Context: an optimization exercise on an open-source flow, tuned for small area, a short achievable clock period and few clock cycles. The choices shown serve that exercise and are no tape-out recipe.
Only simulation tests tie the RTL to the original design; equivalence was not proved.
Power is estimated from default activity; no workload was simulated.

==> design.v <==
`timescale 1ns/1ps
package cpu_pkg;
    typedef logic [64-1:0]         word_t;
    typedef logic [8-1:0]         sel_t;
    typedef logic [$clog2(32)-1:0] reg_id_t;
    typedef enum logic [7-1:0] {
        OP_NOP     = 7'h00,
        OP_SET     = 7'h01,
        OP_LOAD    = 7'h02,
        OP_STORE   = 7'h03,
        OP_JUMP    = 7'h04,
        OP_TESTBIT = 7'h05,
        OP_SUB     = 7'h06,
        OP_SHIFTL  = 7'h07,
        OP_OR      = 7'h08,
        OP_AND     = 7'h09,
        OP_XOR     = 7'h0a,
        OP_ADD     = 7'h0b,
        OP_SHIFTR  = 7'h0c,
        OP_HALT    = 7'h7f
    } opcode_e;
    typedef enum logic [2-1:0] {
        FMT_RRO = 2'd0,
        FMT_RIS = 2'd1,
        FMT_I   = 2'd2
    } format_e;
    typedef enum logic [4-1:0] {
        COND_ALWAYS = 4'd0,
        COND_IF_Z   = 4'd1,
        COND_IF_NZ  = 4'd9
    } cond_e;
    typedef struct packed {
        opcode_e                    opcode;
        format_e                    format;
        cond_e                      cond;
        logic [51-1:0] body;
    } instr_t;
    typedef struct packed {
        logic  we;
        word_t adr;
        word_t dat;
    } bus_req_t;
    typedef struct packed {
        logic  err;
        word_t dat;
    } bus_rsp_t;
    typedef struct packed {
        opcode_e                    opcode;
        format_e                    format;
        logic [41-1:0]  imm;
        logic [5-1:0]  shift;
        logic [51-1:0] imm_long;
        word_t                      dst_val;
        word_t                      src_val;
    } alu_op_t;
    typedef struct packed {
        logic  we;
        logic  pc_we;
        word_t result;
        logic  flag_we;
        logic  flag;
    } alu_res_t;
endpackage
`timescale 1ns/1ps
module cpu_regfile (
    input  logic    clk_i,
    input  logic    rst_i,
    input  logic    we_i,
    input  cpu_pkg::reg_id_t id_i,
    input  cpu_pkg::word_t   dat_i,
    output cpu_pkg::word_t   dat_o
);
    cpu_pkg::word_t regs [32];
    always_ff @(posedge clk_i) begin
        if (rst_i) begin
            for (int i = 0; i < 32; i++) begin
                regs[i] <= '0;
            end
            regs[31] <= 64'h800000000000;
        end else if (we_i) begin
            regs[id_i] <= dat_i;
        end else begin
            dat_o <= regs[id_i];
        end
    end
endmodule
`timescale 1ns/1ps
module cpu_alu (
    input  cpu_pkg::alu_op_t  op_i,
    output cpu_pkg::alu_res_t res_o
);
    cpu_pkg::word_t imm_ext;
    cpu_pkg::word_t diff;
    cpu_pkg::word_t bit_sel;
    assign imm_ext = 64'(op_i.imm);
    assign diff    = op_i.dst_val - imm_ext;
    assign bit_sel = op_i.dst_val >> op_i.imm;
    always_comb begin
        res_o = '0;
        case (op_i.opcode)
            cpu_pkg::OP_SET : begin
                res_o.we = 1'b1;
                if (op_i.format == cpu_pkg::FMT_RRO) begin
                    res_o.result = op_i.src_val;
                end else begin
                    res_o.result = imm_ext << op_i.shift;
                end
            end
            cpu_pkg::OP_ADD : begin
                res_o.we     = 1'b1;
                res_o.result = op_i.dst_val + imm_ext;
            end
            cpu_pkg::OP_SUB : begin
                res_o.we      = 1'b1;
                res_o.result  = diff;
                res_o.flag_we = 1'b1;
                res_o.flag    = (diff == '0);
            end
            cpu_pkg::OP_SHIFTL : begin
                res_o.we     = 1'b1;
                res_o.result = op_i.dst_val << op_i.imm;
            end
            cpu_pkg::OP_SHIFTR : begin
                res_o.we     = 1'b1;
                res_o.result = op_i.dst_val >> op_i.imm;
            end
            cpu_pkg::OP_OR : begin
                res_o.we     = 1'b1;
                res_o.result = op_i.dst_val | op_i.src_val;
            end
            cpu_pkg::OP_AND : begin
                res_o.we     = 1'b1;
                res_o.result = op_i.dst_val & op_i.src_val;
            end
            cpu_pkg::OP_XOR : begin
                res_o.we     = 1'b1;
                res_o.result = op_i.dst_val ^ op_i.src_val;
            end
            cpu_pkg::OP_JUMP : begin
                res_o.we    = 1'b1;
                res_o.pc_we = 1'b1;
                if (op_i.format == cpu_pkg::FMT_I) begin
                    res_o.result = 64'(op_i.imm_long);
                end else begin
                    res_o.result = op_i.dst_val;
                end
            end
            cpu_pkg::OP_TESTBIT : begin
                res_o.flag_we = 1'b1;
                res_o.flag    = ~bit_sel[0];
            end
            default: begin
                res_o = '0;
            end
        endcase
    end
endmodule
`timescale 1ns/1ps
module cpu_bus_master (
    input  logic     clk_i,
    input  logic     rst_i,
    input  logic     req_valid_i,
    input  cpu_pkg::bus_req_t req_i,
    output logic     rsp_valid_o,
    output cpu_pkg::bus_rsp_t rsp_o,
    output logic     cyc_o,
    output logic     stb_o,
    output logic     we_o,
    output cpu_pkg::sel_t     sel_o,
    output cpu_pkg::word_t    adr_o,
    output cpu_pkg::word_t    dat_o,
    input  logic     ack_i,
    input  logic     err_i,
    input  cpu_pkg::word_t    dat_i
);
    logic start;
    logic done;
    assign start = req_valid_i & ~cyc_o;
    assign done  = cyc_o & (ack_i | err_i);
    always_ff @(posedge clk_i) begin
        if (rst_i) begin
            cyc_o       <= 1'b0;
            stb_o       <= 1'b0;
            we_o        <= 1'b0;
            sel_o       <= '0;
            rsp_valid_o <= 1'b0;
        end else begin
            rsp_valid_o <= 1'b0;
            if (done) begin
                cyc_o       <= 1'b0;
                stb_o       <= 1'b0;
                we_o        <= 1'b0;
                sel_o       <= '0;
                rsp_valid_o <= 1'b1;
            end else if (start) begin
                cyc_o <= 1'b1;
                stb_o <= 1'b1;
                we_o  <= req_i.we;
                sel_o <= {8{1'b1}};
            end
        end
    end
    always_ff @(posedge clk_i) begin
        if (start) begin
            adr_o <= req_i.adr;
            dat_o <= req_i.dat;
        end
        if (done) begin
            rsp_o.err <= err_i;
            rsp_o.dat <= dat_i;
        end
    end
endmodule
`timescale 1ns/1ps
module cpu_control (
    input  logic     clk_i,
    input  logic     rst_i,
    output logic     req_valid_o,
    output cpu_pkg::bus_req_t req_o,
    input  logic     rsp_valid_i,
    input  cpu_pkg::bus_rsp_t rsp_i,
    output logic     rf_we_o,
    output cpu_pkg::reg_id_t  rf_id_o,
    output cpu_pkg::word_t    rf_dat_o,
    input  cpu_pkg::word_t    rf_dat_i,
    output cpu_pkg::alu_op_t  alu_op_o,
    input  cpu_pkg::alu_res_t alu_res_i
);
    typedef enum logic [2:0] {
        ST_HALT,
        ST_INIT,
        ST_FETCH,
        ST_DECODE,
        ST_REG_READ,
        ST_EXECUTE,
        ST_MEM,
        ST_WRITEBACK
    } state_e;
    state_e      state;
    cpu_pkg::instr_t      instr;
    cpu_pkg::instr_t      fetched;
    cpu_pkg::word_t       dst_val;
    cpu_pkg::word_t       src_val;
    cpu_pkg::word_t       offset;
    logic        zero_flag;
    logic [1:0]  fetch_cnt;
    logic        rd_wait;
    logic        rd_src;
    function automatic logic cond_pass(input logic [4-1:0] cond, input logic zero);
        if (cond == cpu_pkg::COND_IF_Z) begin
            cond_pass = zero;
        end else if (cond == cpu_pkg::COND_IF_NZ) begin
            cond_pass = ~zero;
        end else begin
            cond_pass = 1'b1;
        end
    endfunction
    function automatic logic [4:0] dst_id(input logic [64-1:0] ins);
        dst_id = ins[50:46];
    endfunction
    assign fetched = rsp_i.dat;
    assign offset  = 64'(instr.body[40:0]);
    always_comb begin
        alu_op_o.opcode   = instr.opcode;
        alu_op_o.format   = instr.format;
        alu_op_o.imm      = instr.body[45:5];
        alu_op_o.shift    = instr.body[4:0];
        alu_op_o.imm_long = instr.body[50:0];
        alu_op_o.dst_val  = dst_val;
        alu_op_o.src_val  = src_val;
    end
    always_ff @(posedge clk_i) begin
        if (rst_i) begin
            state       <= ST_INIT;
            req_valid_o <= 1'b0;
            rf_we_o     <= 1'b0;
            rf_id_o     <= cpu_pkg::reg_id_t'(31);
            zero_flag   <= 1'b0;
            fetch_cnt   <= 2'd2;
            rd_wait     <= 1'b0;
            rd_src      <= 1'b0;
        end else begin
            req_valid_o <= 1'b0;
            case (state)
                ST_HALT: begin
                    state <= ST_HALT;
                end
                ST_INIT: begin
                    rf_we_o <= 1'b0;
                    rf_id_o <= cpu_pkg::reg_id_t'(31);
                    state   <= ST_FETCH;
                end
                ST_FETCH: begin
                    if (fetch_cnt != 2'd0) begin
                        fetch_cnt <= fetch_cnt - 2'd1;
                    end else begin
                        fetch_cnt   <= 2'd2;
                        req_valid_o <= 1'b1;
                        req_o.we    <= 1'b0;
                        req_o.adr   <= rf_dat_i;
                        req_o.dat   <= '0;
                        rf_we_o     <= 1'b1;
                        rf_dat_o    <= rf_dat_i + 8;
                        state       <= ST_DECODE;
                    end
                end
                ST_DECODE: begin
                    rf_we_o <= 1'b0;
                    if (rsp_valid_i) begin
                        instr <= fetched;
                        if (rsp_i.err) begin
                            state <= ST_HALT;
                        end else if (!cond_pass(fetched.cond, zero_flag) ||
                                     fetched.opcode == cpu_pkg::OP_NOP) begin
                            state <= ST_WRITEBACK;
                        end else if (fetched.format == cpu_pkg::FMT_I) begin
                            state <= ST_EXECUTE;
                        end else begin
                            rf_id_o <= dst_id(fetched);
                            rd_wait <= 1'b1;
                            rd_src  <= 1'b0;
                            state   <= ST_REG_READ;
                        end
                    end
                end
                ST_REG_READ: begin
                    if (rd_wait) begin
                        rd_wait <= 1'b0;
                    end else if (!rd_src) begin
                        dst_val <= rf_dat_i;
                        if (instr.format == cpu_pkg::FMT_RRO) begin
                            rf_id_o <= instr.body[45:41];
                            rd_src  <= 1'b1;
                            rd_wait <= 1'b1;
                        end else begin
                            state <= ST_EXECUTE;
                        end
                    end else begin
                        src_val <= rf_dat_i;
                        rd_src  <= 1'b0;
                        state   <= ST_EXECUTE;
                    end
                end
                ST_EXECUTE: begin
                    case (instr.opcode)
                        cpu_pkg::OP_LOAD : begin
                            req_valid_o <= 1'b1;
                            req_o.we    <= 1'b0;
                            req_o.adr   <= src_val + offset;
                            req_o.dat   <= '0;
                            state       <= ST_MEM;
                        end
                        cpu_pkg::OP_STORE : begin
                            req_valid_o <= 1'b1;
                            req_o.we    <= 1'b1;
                            req_o.adr   <= dst_val + offset;
                            req_o.dat   <= src_val;
                            state       <= ST_MEM;
                        end
                        cpu_pkg::OP_HALT : begin
                            state <= ST_HALT;
                        end
                        default: begin
                            rf_we_o  <= alu_res_i.we;
                            rf_id_o  <= alu_res_i.pc_we ? cpu_pkg::reg_id_t'(31)
                                                        : dst_id(instr);
                            rf_dat_o <= alu_res_i.result;
                            if (alu_res_i.flag_we) begin
                                zero_flag <= alu_res_i.flag;
                            end
                            state <= ST_WRITEBACK;
                        end
                    endcase
                end
                ST_MEM: begin
                    if (rsp_valid_i) begin
                        if (rsp_i.err) begin
                            state <= ST_HALT;
                        end else begin
                            if (instr.opcode == cpu_pkg::OP_LOAD) begin
                                rf_we_o  <= 1'b1;
                                rf_id_o  <= instr.body[50:46];
                                rf_dat_o <= rsp_i.dat;
                            end
                            state <= ST_WRITEBACK;
                        end
                    end
                end
                ST_WRITEBACK: begin
                    rf_we_o   <= 1'b0;
                    rf_id_o   <= cpu_pkg::reg_id_t'(31);
                    fetch_cnt <= 2'd2;
                    state     <= ST_FETCH;
                end
                default: begin
                    state <= ST_HALT;
                end
            endcase
        end
    end
endmodule
`timescale 1ns/1ps
module cpu_top (
    input  logic  clk_i,
    input  logic  rst_i,
    output logic  cyc_o,
    output logic  stb_o,
    output logic  we_o,
    output cpu_pkg::sel_t  sel_o,
    output cpu_pkg::word_t adr_o,
    output cpu_pkg::word_t dat_o,
    input  logic  ack_i,
    input  logic  err_i,
    input  cpu_pkg::word_t dat_i
);
    logic     req_valid;
    cpu_pkg::bus_req_t req;
    logic     rsp_valid;
    cpu_pkg::bus_rsp_t rsp;
    logic     rf_we;
    cpu_pkg::reg_id_t  rf_id;
    cpu_pkg::word_t    rf_wdat;
    cpu_pkg::word_t    rf_rdat;
    cpu_pkg::alu_op_t  alu_op;
    cpu_pkg::alu_res_t alu_res;
    cpu_control u_control (
        .clk_i       (clk_i),
        .rst_i       (rst_i),
        .req_valid_o (req_valid),
        .req_o       (req),
        .rsp_valid_i (rsp_valid),
        .rsp_i       (rsp),
        .rf_we_o     (rf_we),
        .rf_id_o     (rf_id),
        .rf_dat_o    (rf_wdat),
        .rf_dat_i    (rf_rdat),
        .alu_op_o    (alu_op),
        .alu_res_i   (alu_res)
    );
    cpu_regfile u_regfile (
        .clk_i (clk_i),
        .rst_i (rst_i),
        .we_i  (rf_we),
        .id_i  (rf_id),
        .dat_i (rf_wdat),
        .dat_o (rf_rdat)
    );
    cpu_alu u_alu (
        .op_i  (alu_op),
        .res_o (alu_res)
    );
    cpu_bus_master u_bus_master (
        .clk_i       (clk_i),
        .rst_i       (rst_i),
        .req_valid_i (req_valid),
        .req_i       (req),
        .rsp_valid_o (rsp_valid),
        .rsp_o       (rsp),
        .cyc_o       (cyc_o),
        .stb_o       (stb_o),
        .we_o        (we_o),
        .sel_o       (sel_o),
        .adr_o       (adr_o),
        .dat_o       (dat_o),
        .ack_i       (ack_i),
        .err_i       (err_i),
        .dat_i       (dat_i)
    );
endmodule
==> run.sh <==
#!/bin/bash
# synth_recipe.tcl (not shown) runs the flow's synth.tcl, then flattens the netlist and writes it again
# the make line also repeats each setting of config.mk as NAME=value (left out here)
make -C /OpenROAD-flow-scripts/flow DESIGN_CONFIG=/design/flow/config.mk WORK_HOME=/design/flow/orfs CLKGATE_MAP_FILE= SYNTH_SCRIPT=/design/flow/synth_recipe.tcl finish
==> config.mk <==
export PLATFORM = sky130hd
export DESIGN_NAME = cpu_top
export DESIGN_NICKNAME = cpu_top
export VERILOG_FILES = /design/flow/design.v
export SDC_FILE = /design/flow/constraint.sdc
export NUM_CORES = 4
export LEC_CHECK = 0
export CAP_MARGIN = 20
export CORE_MARGIN = 2
export CORE_UTILIZATION = 40
export SLEW_MARGIN = 20
==> constraint.sdc <==
create_clock -name core_clock -period 10.0 [get_ports {clk_i}]
set_input_delay 2.0000 -clock core_clock [delete_from_list [all_inputs] [get_ports {clk_i}]]
set_output_delay 2.0000 -clock core_clock [all_outputs]
set_load 0.01 [all_outputs]
==> flow_summary.toml <==
[clocking]
clkLatencyLatePin_ns = 0.95
path_clk_slew_ns = 0.06
ctsHtreeMaxLevel = 5
cts_root_buffer = "clkbuf_16"
cts_setup_buffers = 0
cts_resized = 0
clock_path_buffers = 4
cts-buffers-inserted = 303
hold_buffers = 0
cts_tree = "built"
cts_sinks = 2704

[logic_synthesis]
synth_fp_nets = 11330
synthAdderAreaFrac_pct = 2.296
syn_inst = 11000
synthDominantCellAreaShare_pct = 57.19
synth.most_common_cell = "edfxtp_1"
synth_compound_area_share_pct = 8.400
synth_area_sq_um = 141000
synthFlopType = "edfxtp_1"
synth_top_family_by_area = "simple AND/OR/NAND/NOR gates"
syn_area_per_cell_sq_um = 12.82
seq_area_frac_synth_pct = 57.45
yosys-top-cells-count = "edfxtp_1, and2_1, clkbuf_1"
synth.distinct_cells = 104
synthTopCellsByArea = "edfxtp_1, mux4_2, and2_1"
async_flop_share_pct = 0
synth_xor_area_share_pct = 1.305
synth_top_area_cell = "edfxtp_1"
synth_edf_count = 2686
synth_simple_gate_area_share_pct = 14.95
ys_warn_count = 4
synthMuxAreaShare_pct = 12.14
ys_ff_latch = 2704

[worst_hold_path]
worst_hold_path_type = "reg -> reg"

[setup_path]
crit_buf_inv = 4
critical_path_class = "reg -> reg"
cp_common_cell = "a21oi_1"
r2r-start = "u_control.instr[7]"
required_ns = 10.57
startpoint = "u_control.instr[7]"
worstPathCellList = "buf_4, inv_4, ha_1, a21oi_1, o211ai_1, a2111oi_0, buf_4, nand4bb_1, a21oi_1, buf_4, o31a_1, o31ai_1, a21oi_1, a21oi_1"
cp-start-kind = "flip-flop"
cp_data_arrival_time_ns = 7.12
r2r-end = "u_control.rf_dat_o[49]"
cp_top_family = "compound AO/OA/AOI/OAI gates"
cpPeakStageDelay_ns = 1.12
endpoint = "u_control.rf_dat_o[49]"
crit_fanout = 38
cp_slowest_cell = "a2111oi_0"
critPathCaptureType = "flip-flop"
r2r_slack_ns = 3.46
rr_worst_depth = 14
crit_cells = 14

[timing]
finalSetupViolations = 0
relSlewSlack_pct = 10.52
fmax_mhz = 152.8
finalSetupTns_ns = 0
min_period_ns = 6.545
final.setup_skew_ns = 0.06974
tightest_slew_ns = 1.308
finalMaxSlewViolations = 0
post-route-period-util_pct = 65.45
rsz0062_at_grt = "no"
final_hold_viol_count = 0

[die]
rows = 218
initial_core_util_pct = 40.08
pin_count = 207
core-area_sq_um = 351900
fp.dieArea_sq_um = 357300
dieHeight_um = 597.8
die_w_um = 597.8

[detailed_routing]
wl_per_cell_um = 35.97
drt_wl_total_um = 566100
drt_iter0_markers = 14280
drt_first_pass_iters = 9
drc = 0
via_per_inst = 6.308
route.vias.total = 99280
drtAntennaViolNets = 0

[layout]
nNetsFinal = 11190
fillers = 31460
final_util_pct = 45.00
syn2layout_area_growth_pct = 12.27
final_layout_size_suffix_gt1_share_pct = 14.76

[pwr]
pwr_density_cell_nw_per_um2 = 191.2
peakVddDrop_mv = 0.1636
p_leak_nw = 56.79

[global_route]
antenna_found_initial = 52
grt_pass1_wl_um = 780900
grt_pass1_vias = 96460
grt_max_degree = 119
grt.overflow.total = 0
track_usage_pct = 31.13

[placed_design]
port_buffers = 206
place_congestion = 1.030
dp.final_hpwl_um = 374700

[outcome]
status = "finished clean"

[job]
maxCapViolCount = 0
per-stage QoR:
stage | cells | cell area (sq um) | total power, W | hold WS (ns) | worst slack [ns]
global route | 15730 | 158300 | 0.03102 | 0.4196 | 3.425
global placement | 15140 | 148000 | 0.01917 | 0.4009 | 3.497
detailed placement | 15160 | 148300 | 0.01922 | 0.4054 | 3.587
floorplan | 11000 | 141000 | 0.01666 | 0.4003 | 0.5609
finish | 15740 | 158300 | 0.03028 | 0.4116 | 3.455
CTS | 15710 | 158000 | 0.03027 | 0.4122 | 3.779
kinds of logic (layout without fill, tap and decap cells):
kind of cell | count (synthesis) | after routing
buffers and inverters | 1256 | 1360
AND/OR/NAND/NOR | 3868 | 3868
AO/OA/AOI/OAI | 1825 | 1825
multiplexers | 882 | 882
flip-flops | 2704 | 2704
XOR/XNOR | 208 | 208
adder cells (fa/ha/maj) | 257 | 257
other | 0 | 15
cell type report:
cell class                 instances  area [sq um]  share of cell area (%)
multi-input combinational       7040         55700                   35.18
clock inverter                   177          1833                   1.158
tap                             4620          5781                   3.651
timing repair buffer             548          5049                   3.188
clock buffer                     371          7921                   5.003
sequential                      2704         81030                   51.17
inverter                         264         993.5                  0.6274
antenna                           15         37.54                 0.02371
layer usage:
metal	GRT usage (%)	part of all wire (%)	up-vias
met5	0	0.022	-
met1	39.52	37	51210
li1	-	-	40710
met3	6.484	9.7	1309
met4	16.52	6.2	20
met2	50.14	47	6038
power breakdown:
| part | leakage [nW] | internal [W] | switching, W |
|---|---|---|---|
| registers | 27.1 | 0.0132 | 0.000630 |
| logic | 25.0 | 0.00192 | 0.00341 |
| clock network | 4.70 | 0.00628 | 0.00487 |
| total | 56.8 | 0.0214 | 0.00891 |
sequential cells by signal (all words and copies together) (netlist names), 2 cells and up:
name	count
u_control.rf_id_o	5
u_control.src_val	64
u_control.rf_dat_o	64
u_control.state	3
u_regfile.dat_o	64
u_control.dst_val	64
u_control.instr	60
u_bus_master.rsp_o	65
u_control.req_o	129
u_control.fetch_cnt	2
u_regfile.regs	2048
u_bus_master.adr_o	64
u_bus_master.dat_o	64
worst min-delay path by stage:
stage | depth (start not counted) | end | start | slack, ns
CTS | 0 | u_bus_master.dat_o[25] | u_control.req_o[25] | 0.41
floorplan | 0 | u_bus_master.adr_o[0] | u_control.req_o[64] | 0.40
global route | 0 | u_bus_master.dat_o[24] | u_control.req_o[24] | 0.42
finish | 0 | u_bus_master.adr_o[18] | u_control.req_o[82] | 0.41
detailed placement | 0 | u_bus_master.dat_o[61] | u_control.req_o[61] | 0.41
global placement | 0 | u_bus_master.adr_o[0] | u_control.req_o[64] | 0.40
cell usage in the layout, fill, tap and decap left out, drive strengths merged, types with 186 or more instances in the layout:
cell type	netlist	final
inv	260	276
ha	254	254
a21oi	441	441
edfxtp	2686	2686
mux2i	186	186
mux4	659	659
buf	187	343
o21ai	452	452
clkdlybuf4s50	0	205
and2	2064	2064
clkbuf	805	371
nor2	706	706
nand2	480	480
a22oi	313	313
worst register-to-register path, stage by stage, from the launching register on:
cell and delay [ns]:
edfxtp_1 0.32, buf_4 0.45, inv_4 0.38, ha_1 0.50, a21oi_1 0.24, o211ai_1 0.18, a2111oi_0 1.12, buf_4 0.27
nand4bb_1 0.29, a21oi_1 0.14, buf_4 0.19, o31a_1 0.40, o31ai_1 0.55, a21oi_1 0.15, a21oi_1 1.02
Testbench counts, summed over its fixed seeds: cycles 115,572.

[separate check: timing with driven ports]
The flow's constraints put no driver on any port. The routed layout listed below was extracted and timed again, unchanged, in two steps.
Step 1: set_driving_cell puts a clkbuf_16 on clk_i and a buf_2 on each other input, an assumption about the parent block.
Step 2, shift: input delay + t, output delay - t, t = (earliest + latest rising clock arrival at the registers) / 2. This alone moves slack from input paths to output paths.
a / b / c = ideal / step 1 / step 2; a / b = the first two.
shift t [ns]: 1.018
setup slack, ns: 3.455 / 3.455 / 3.455
worst setup path at the end: register to register
After both steps setup and hold are still met in this run. For this run, drivers alone change the setup slack by 0.000 ns; drivers and shift together by 0.000 ns.
